What follows belongs to an exercise in optimizing a design on an open flow for a short achievable clock period and few clock cycles per item; a production flow would make more cautious choices. In this exercise RTL edits were held to simulation tests only and were not proved equivalent to the original.

==> job 513 <==
// pid_conditional_antiwindup_core
module pid_conditional_antiwindup_core (
    input  logic                            clk,
    input  logic                            rst_n,
    input  logic                            in_valid,
    output logic                            in_ready,
    input  logic                            in_cmd,
    input  logic [pidca_pkg::DATA_W-1:0]    in_err_sample,
    output logic                            out_valid,
    input  logic                            out_ready,
    output logic [pidca_pkg::DATA_W-1:0]    out_drive,
    input  logic                            cfg_we,
    input  logic [pidca_pkg::REG_IDX_W-1:0] cfg_idx,
    input  logic [pidca_pkg::DATA_W-1:0]    cfg_wdata
);
    logic srst_n;
    always_ff @(posedge clk or negedge rst_n)
    begin
        if (!rst_n)
        begin
            srst_n <= 1'b0;
        end
        else
        begin
            srst_n <= 1'b1;
        end
    end
    logic                            cw_we;
    logic [pidca_pkg::REG_IDX_W-1:0] cw_idx;
    pidca_pkg::word_t                cw_data;
    always_ff @(posedge clk)
    begin
        cw_we   <= cfg_we;
        cw_idx  <= cfg_idx;
        cw_data <= cfg_wdata;
    end
    logic [47:0]       bp_reg, bi_reg, bd_reg;
    pidca_pkg::word_t  out_min_reg, out_max_reg;
    logic              lo_is_min_reg, hi_is_max_reg;
    pidca_pkg::word_t  lim_pos_reg, lim_neg_reg;
    always_ff @(posedge clk)
  ...
export LEC_CHECK = 0
export CAP_MARGIN = 20
export CORE_MARGIN = 2
export CORE_UTILIZATION = 67
export CTS_CLUSTER_DIAMETER = 80
export CTS_CLUSTER_SIZE = 25
export SLEW_MARGIN = 20
create_clock -name core_clock -period 11.0 [get_ports {clk}]
standard.sh (not shown) runs the stock make flow with config.mk's settings and CLKGATE_MAP_FILE= SYNTH_SCRIPT=/design/flow/synth_recipe.tcl, a recipe that flattens the netlist after the stock synthesis.
==> flow/flow/run.sh <==
#!/bin/bash
set -euo pipefail
cd "$(dirname "$0")/.."
SETUP_MARGIN=7.6
bash standard.sh SETUP_SLACK_MARGIN=$SETUP_MARGIN finish > flow_standard.log 2>&1
==> job 3489 (differences from job 513) <==
--- a/flow/design.v
+++ b/flow/design.v
@@ -68,11 +68,10 @@
     input  logic                in_cmd,
     input  pidca_pkg::word_t    in_err_sample,
     output logic                dn_valid,
     output logic                dn_clr,
     output pidca_pkg::word_t    dn_err,
-    output pidca_pkg::word_t    dn_err_n,
     output pidca_pkg::word_t    dn_diff
 );
     logic              s0_valid;
     logic              s1_valid;
     logic              s1_clr;
@@ -119,11 +118,10 @@
             s1_clr  <= s0_cmd;
             s1_err  <= s0_err;
             s1_diff <= {s0_err[31], s0_err} - {prev_err_reg[31], prev_err_reg};
             dn_clr  <= s1_clr;
             dn_err  <= s1_err;
-            dn_err_n <= ~s1_err;
             dn_diff <= pidca_pkg::sat33(s1_diff);
         end
     end
 endmodule
 `timescale 1ns / 1ps
@@ -2036,23 +2034,23 @@
     assign rowb[61] = bc986;
     assign rowa[62] = bs989;
     assign rowb[62] = bc988;
     assign rowa[63] = ra[235];
     assign rowb[63] = bc990;
-    logic [20:0] lo_sum;
-    assign lo_sum = {1'b0, rowa[19:0]} + {1'b0, rowb[19:0]};
-    logic [43:0] rb_a, rb_b;
+    logic [24:0] lo_sum;
+    assign lo_sum = {1'b0, rowa[23:0]} + {1'b0, rowb[23:0]};
+    logic [39:0] rb_a, rb_b;
     logic        rb_c;
     always_ff @(posedge clk) if (en) begin
-        rb_a <= rowa[63:20];
-        rb_b <= rowb[63:20];
-        rb_c <= lo_sum[20];
+        rb_a <= rowa[63:24];
+        rb_b <= rowb[63:24];
+        rb_c <= lo_sum[24];
     end
-    logic [44:0] hi_sum;
+    logic [40:0] hi_sum;
     assign hi_sum = {rb_a, 1'b1} + {rb_b, rb_c};
     logic [39:0] rc;
-    always_ff @(posedge clk) if (en) rc <= hi_sum[44:5];
+    always_ff @(posedge clk) if (en) rc <= hi_sum[40:1];
     logic ovp, ovn;
     assign ovp = ~rc[39] & (|rc[38:31]);
     assign ovn = rc[39] & ~(&rc[38:31]);
     always_ff @(posedge clk) if (en) begin
         res <= ovp ? 32'h7fffffff : (ovn ? 32'h80000000 : rc[31:0]);
@@ -2481,11 +2479,10 @@
     end
     logic              adv;
     logic              in_rdy;
     logic              f_valid, f_clr;
     pidca_pkg::word_t  f_err;
-    pidca_pkg::word_t  f_err_n;
     pidca_pkg::word_t  f_diff;
     assign in_ready = in_rdy;
     pidca_front u_front (
         .clk           (clk),
         .rst_n         (rst_n),
@@ -2496,11 +2493,10 @@
         .in_cmd        (in_cmd),
         .in_err_sample (in_err_sample),
         .dn_valid      (f_valid),
         .dn_clr        (f_clr),
         .dn_err        (f_err),
-        .dn_err_n      (f_err_n),
         .dn_diff       (f_diff)
     );
     pidca_pkg::word_t  p_res, d_res, g_res;
     pidca_mult u_mult_p (
         .clk (clk), .en (adv),
@@ -2513,11 +2509,11 @@
         .x (f_diff), .res (d_res)
     );
     pidca_mult u_mult_g (
         .clk (clk), .en (adv),
         .one (bi_reg[15:0]), .two (bi_reg[31:16]), .neg (bi_reg[47:32]),
-        .x (~f_err_n), .res (g_res)
+        .x (f_err), .res (g_res)
     );
     logic [3:0] m_valid, m_clr;
     always_ff @(posedge clk)
     begin
         if (!srst_n)
==> flow/flow/run.sh (replaced) <==
#!/bin/bash
set -euo pipefail
cd "$(dirname "$0")/.."
SETUP_MARGIN=8
bash standard.sh SETUP_SLACK_MARGIN=$SETUP_MARGIN finish > flow_standard.log 2>&1
CORE_UTILIZATION = 72   (was 67)
==> summary.txt <==
Against job 513, the synthesized cell count of job 3489 is higher by 0.47%.
Area after synthesis: job 513 is lower than job 3489 (about 0.24%).
Job 513 went through all stages and came out clean. Job 3489 stopped in global routing (5_1_grt).
Testbench counts of job 513, summed over its fixed seeds: cycles 24,208, items 24,000.
Testbench counts of job 3489, summed over its fixed seeds: cycles 24,208, items 24,000.

==> static timing again, ports no longer ideal <==
Ports are ideal in the flow. The routed layout listed here was re-timed in OpenROAD. Step 1 sets driving cells, clkbuf_16 on the clock port and buf_2 on the other inputs (assumed; they add their load-dependent delay and slew). Step 2 moves the port delays by t, midway between the first and last clock arrival at a register: inputs arrive t later, outputs are due t later. That takes back most of the time a late clock gives input paths. a / b / c = no drivers / after step 1 / after step 2; a / b = the first two.
run: job 513
t, ns: 0.989
setup slack, ns: 7.332 / 7.245 / 6.899
hold slack, ns: 0.400 / 0.400 / 0.400
worst slew at a driven data input, ns: 0.12
After both steps job 513 still meets setup and hold. For job 513, drivers alone change the setup slack by -0.087 ns; drivers and shift together by -0.433 ns.
